This design comes from an exercise in tuning for small area, a short achievable clock period and few clock cycles per item on the open sky130 flow, not from production work.

## JK
==> flow/design.v (excerpt) <==
module seven_segment_mux_scanner (
  input  logic                         clk_i,
  input  logic                         rst_ni,
  input  logic                         item_valid_i,
  output logic                         item_ready_o,
  input  logic                         item_req_type_i,
  input  logic [ssms_pkg::NumberW-1:0] item_number_i,
  input  logic [ssms_pkg::PointW-1:0]  item_point_index_i,
  output logic                         res_valid_o,
  input  logic                         res_ready_i,
  output logic [ssms_pkg::SegW-1:0]    res_segment_levels_o,
  output logic [ssms_pkg::EnableW-1:0] res_digit_enable_levels_o,
  output logic [ssms_pkg::PosW-1:0]    res_active_position_o,
  input  logic                         psel,
  input  logic                         penable,
  input  logic                         pwrite,
  input  logic [ssms_pkg::AddrW-1:0]   paddr,
  input  logic [ssms_pkg::DataW-1:0]   pwdata,
  output logic [ssms_pkg::DataW-1:0]   prdata,
  output logic                         pready
);
clock: 4.5 ns
lec_check: 0
abc_area: 1
cap_margin: 20
core_margin: 2
core_utilization: 40
cts_buf_list: sky130_fd_sc_hd__clkbuf_16
cts_cluster_diameter: 100
cts_cluster_size: 20
place_density: 0.6
setup_slack_margin: 2.0
slew_margin: 20
standard.sh (not shown) runs the stock make flow with config.mk's settings and CLKGATE_MAP_FILE= SYNTH_SCRIPT=/design/flow/synth_recipe.tcl, a recipe that flattens the netlist after the stock synthesis.
==> flow/flow/run.sh <==
#!/bin/bash
# Layout flow: the standard flow (standard.sh) with two changes:
#  - ports are buffered with the cell named in flow/port_buffer.txt (when present)
#    instead of the cell the resizer picks by default; every port still gets a buffer;
#  - when flow/abc_map.script is present, the combinational logic of the standard
#    synthesis is re-mapped with that ABC script (same Yosys script otherwise). The
#    registers (names, count, cell types) are compared with the standard synthesis;
#    if they differ in any way the standard netlist is used unchanged.
# Each tool's output goes to a log file of its own in this folder.
set -uo pipefail
HERE=$(pwd)
RES=$HERE/orfs/results/$FLOW_PLATFORM/seven_segment_mux_scanner/base
EXTRA=()
if [[ -f flow/port_buffer.txt ]]; then
  EXTRA+=("BUFFER_PORTS_ARGS=-buffer_cell $(tr -d ' \n' < flow/port_buffer.txt)")
fi

bash standard.sh "${EXTRA[@]}" synth > $HERE/log_standard_synth.txt 2>&1 || exit 1
cp $RES/1_2_yosys.v $HERE/standard_1_2_yosys.v

# 2. the same synthesis with the ABC script replaced
if [[ -f flow/abc_map.script ]]; then
  MAKELINE=$(grep '^make ' standard.sh)
  {
    echo 'proc abc {args} {'
    echo '  set i [lsearch -exact $args -script]'
    echo "  if {\$i >= 0} { lset args [expr {\$i + 1}] $HERE/flow/abc_map.script }"
    echo '  yosys abc {*}$args'
    echo '}'
    cat synth_recipe.tcl
  } > $HERE/my_synth.tcl
  MYLINE=$(echo "$MAKELINE" | sed -e "s#WORK_HOME=[^ ]*#WORK_HOME=$HERE/orfs_my#" -e "s#SYNTH_SCRIPT=[^ ]*#SYNTH_SCRIPT=$HERE/my_synth.tcl#" -e 's#"\${@:-finish}"#synth#')
  eval "$MYLINE" > $HERE/log_my_synth.txt 2>&1
  MYRES=$HERE/orfs_my/results/$FLOW_PLATFORM/seven_segment_mux_scanner/base
  regs() { grep -E '^\s*sky130_fd_sc_hd__(df|edf|sdf|dl)[a-z0-9_]*\s' "$1" | awk '{print $1, $2}' | sed -E 's/_[0-9]+ / /' | sort; }
  if [[ -f $MYRES/1_2_yosys.v ]] && diff <(regs $HERE/standard_1_2_yosys.v) <(regs $MYRES/1_2_yosys.v) > $HERE/log_reg_diff.txt \
     && [[ $(regs $HERE/standard_1_2_yosys.v | wc -l) -gt 0 ]]; then
    echo "registers match; using the re-mapped netlist" > $HERE/log_choice.txt
    cp $MYRES/1_2_yosys.v $RES/1_2_yosys.v
    rm -f $RES/1_synth.odb $RES/1_synth.sdc
  else
    echo "registers differ; using the standard netlist" > $HERE/log_choice.txt
  fi
fi

# 3. the rest of the standard flow
bash standard.sh "${EXTRA[@]}" finish > $HERE/log_standard_finish.txt 2>&1
==> flow/flow/port_buffer.txt <==
sky130_fd_sc_hd__buf_1
Inputs modified between JK and MS:
--- a/flow/design.v
+++ b/flow/design.v
@@ -27,48 +27,43 @@
   input  logic [ssms_pkg::DataW-1:0]   pwdata,
   output logic [ssms_pkg::DataW-1:0]   prdata,
   output logic                         pready
 );
   logic [3:0] num_digits_q;
   logic       seg_act_high_q;
   logic       en_act_high_q;
   logic       scan_en_q;
   logic [2:0]      pos_q;
   logic [2:0]      nxt_q;
-  logic [7:0]      nxt_oh_q;
   logic [7:0][3:0] digit_q;
   logic [3:0]      point_q;
   logic [7:0]      held_q;
   logic [7:0]      en_q;
   logic            lit_q;
   logic            res_valid_q;
   logic       adv_w;
   logic       cfg_wr_w;
   logic [1:0] cfg_idx_w;
   logic [3:0] rd_w;
-  logic [3:0] rd_q;
   assign pready    = 1'b1;
   assign cfg_idx_w = paddr[3:2];
   assign cfg_wr_w  = psel && penable && pwrite;
   always_comb begin
     rd_w = '0;
     case (cfg_idx_w)
       2'd0: rd_w    = num_digits_q;
       2'd1: rd_w[0] = seg_act_high_q;
       2'd2: rd_w[0] = en_act_high_q;
       default: rd_w[0] = scan_en_q;
     endcase
   end
-  always_ff @(posedge clk_i) begin
-    rd_q <= rd_w;
-  end
-  assign prdata = {28'd0, rd_q};
+  assign prdata = {28'd0, rd_w};
   always_ff @(posedge clk_i or negedge rst_ni) begin
     if (!rst_ni) begin
       num_digits_q   <= 4'd4;
       seg_act_high_q <= 1'b1;
       en_act_high_q  <= 1'b0;
       scan_en_q      <= 1'b0;
     end else if (cfg_wr_w) begin
       case (cfg_idx_w)
         2'd0: num_digits_q   <= pwdata[3:0];
         2'd1: seg_act_high_q <= pwdata[0];
@@ -693,47 +688,36 @@
   assign conv_w[6] = {c31_6_2, c31_6_1, c31_6_0, c31_5_3};
   assign conv_w[7] = {c31_7_2, c31_7_1, c31_7_0, c31_6_3};
   always_comb begin
     n_w = num_digits_q;
     if (num_digits_q == 4'd0) n_w = 4'd1;
     else if (num_digits_q > 4'd8) n_w = 4'd8;
   end
   function automatic logic [2:0] next_slot(logic [2:0] p, logic [3:0] n);
     next_slot = (({1'b0, p} + 4'd1) >= n) ? 3'd0 : p + 3'd1;
   endfunction
-  function automatic logic [7:0] next_oh(logic [7:0] p, logic [3:0] n);
-    logic wrap;
-    wrap = 1'b0;
-    for (int i = 0; i < 8; i++) begin
-      if (4'(i) + 4'd1 >= n) wrap = wrap | p[i];
-    end
-    next_oh = wrap ? 8'd1 : {p[6:0], 1'b0};
-  endfunction
   always_comb begin
-    dig_w = '0;
-    for (int i = 0; i < 8; i++) begin
-      if (nxt_oh_q[i]) dig_w = dig_w | digit_q[i];
-    end
+    dig_w = digit_q[nxt_q];
     case (dig_w)
       4'd0:   pat_w = 8'h3F;
       4'd1:   pat_w = 8'h06;
       4'd2:   pat_w = 8'h5B;
       4'd3:   pat_w = 8'h4F;
       4'd4:   pat_w = 8'h66;
       4'd5:   pat_w = 8'h6D;
       4'd6:   pat_w = 8'h7D;
       4'd7:   pat_w = 8'h07;
       4'd8:   pat_w = 8'h7F;
       4'd9:   pat_w = 8'h6F;
       default: pat_w = 8'h00;
     endcase
-    pat_w[7] = !point_q[3] && nxt_oh_q[point_q[2:0]];
+    pat_w[7] = !point_q[3] && (point_q[2:0] == nxt_q);
   end
   always_comb begin
     pos_d   = pos_q;
     digit_d = digit_q;
     point_d = point_q;
     held_d  = held_q;
     lit_d   = lit_q;
     en_d    = en_q;
     if (commit_w) begin
       if (wr5_q) begin
@@ -752,30 +736,28 @@
       en_d     = en_act_high_q ? onehot_w : ~onehot_w;
     end else begin
       onehot_w = '0;
     end
     if (cfg_wr_w && (cfg_idx_w == 2'd3) && !pwdata[0]) lit_d = 1'b0;
   end
   always_ff @(posedge clk_i or negedge rst_ni) begin
     if (!rst_ni) begin
       pos_q       <= '0;
       nxt_q       <= 3'd1;
-      nxt_oh_q    <= 8'd2;
       point_q     <= 4'hF;
       held_q      <= '0;
       lit_q       <= 1'b0;
       digit_q     <= '0;
       res_valid_q <= 1'b0;
     end else begin
       pos_q   <= pos_d;
       nxt_q   <= tick_w ? next_slot(nxt_q, n_w) : next_slot(pos_q, n_w);
-      nxt_oh_q <= tick_w ? next_oh(nxt_oh_q, n_w) : next_oh(8'd1 << pos_q, n_w);
       point_q <= point_d;
       held_q  <= held_d;
       lit_q   <= lit_d;
       digit_q <= digit_d;
       if (adv_w) res_valid_q <= v5_q;
     end
   end
   always_ff @(posedge clk_i) begin
     en_q <= en_d;
   end
Findings:
- Status: area of the multi-input gates parity (MS, JK)
- Layout filler cell count (MS over JK): decrease, 163
- Mean cell area of the mapped netlist essentially unchanged between MS and JK.
- Compared to JK, the router laid down less metal wire for MS.
- MS was carried through to the last stage, and its layout satisfied the timing, design-rule and antenna checks.
- Of the two candidates, JK has the better worst slew margin relative to its limit and MS the worse one.
- Compared with JK, MS shows a lower die area.
- For the minimum period implied by the final worst setup slack, MS came in 0.016 ns higher than JK did.
- Compared with JK, in MS global-route usage closely matched the old numbers, data arrival time of the critical path increased by 0.02 ns relative to the old numbers.
No run of this note included a check of the RTL's function; only the layout flow was run.

re-timing with driven ports:
How much do the figures lean on ideal ports? The routed layouts below were timed once more, with nothing changed but the port constraints. Step 1, drivers: a clkbuf_16 drives clk_i and a buf_2 each remaining input, both assumed. Step 2 times the ports against the registers' clock, not the clock port: input delays grow and output delays shrink by t, the midpoint of the rising clock arrivals with the driver on. Slacks: no drivers / after step 1 / after step 2; pairs: no drivers / after step 1.
| run | t (ns) | setup slack, ns | pins driven straight from the clock port |
|---|---|---|---|
| JK | 0.578 | 2.050 / 2.027 / 1.828 | 1 |
| MS | 0.575 | 2.034 / 2.011 / 1.538 | 1 |
After both steps setup and hold are still met in every run listed. The setup slack of MS, which loses most, moves by -0.023 ns with the drivers and by -0.496 ns with both steps.
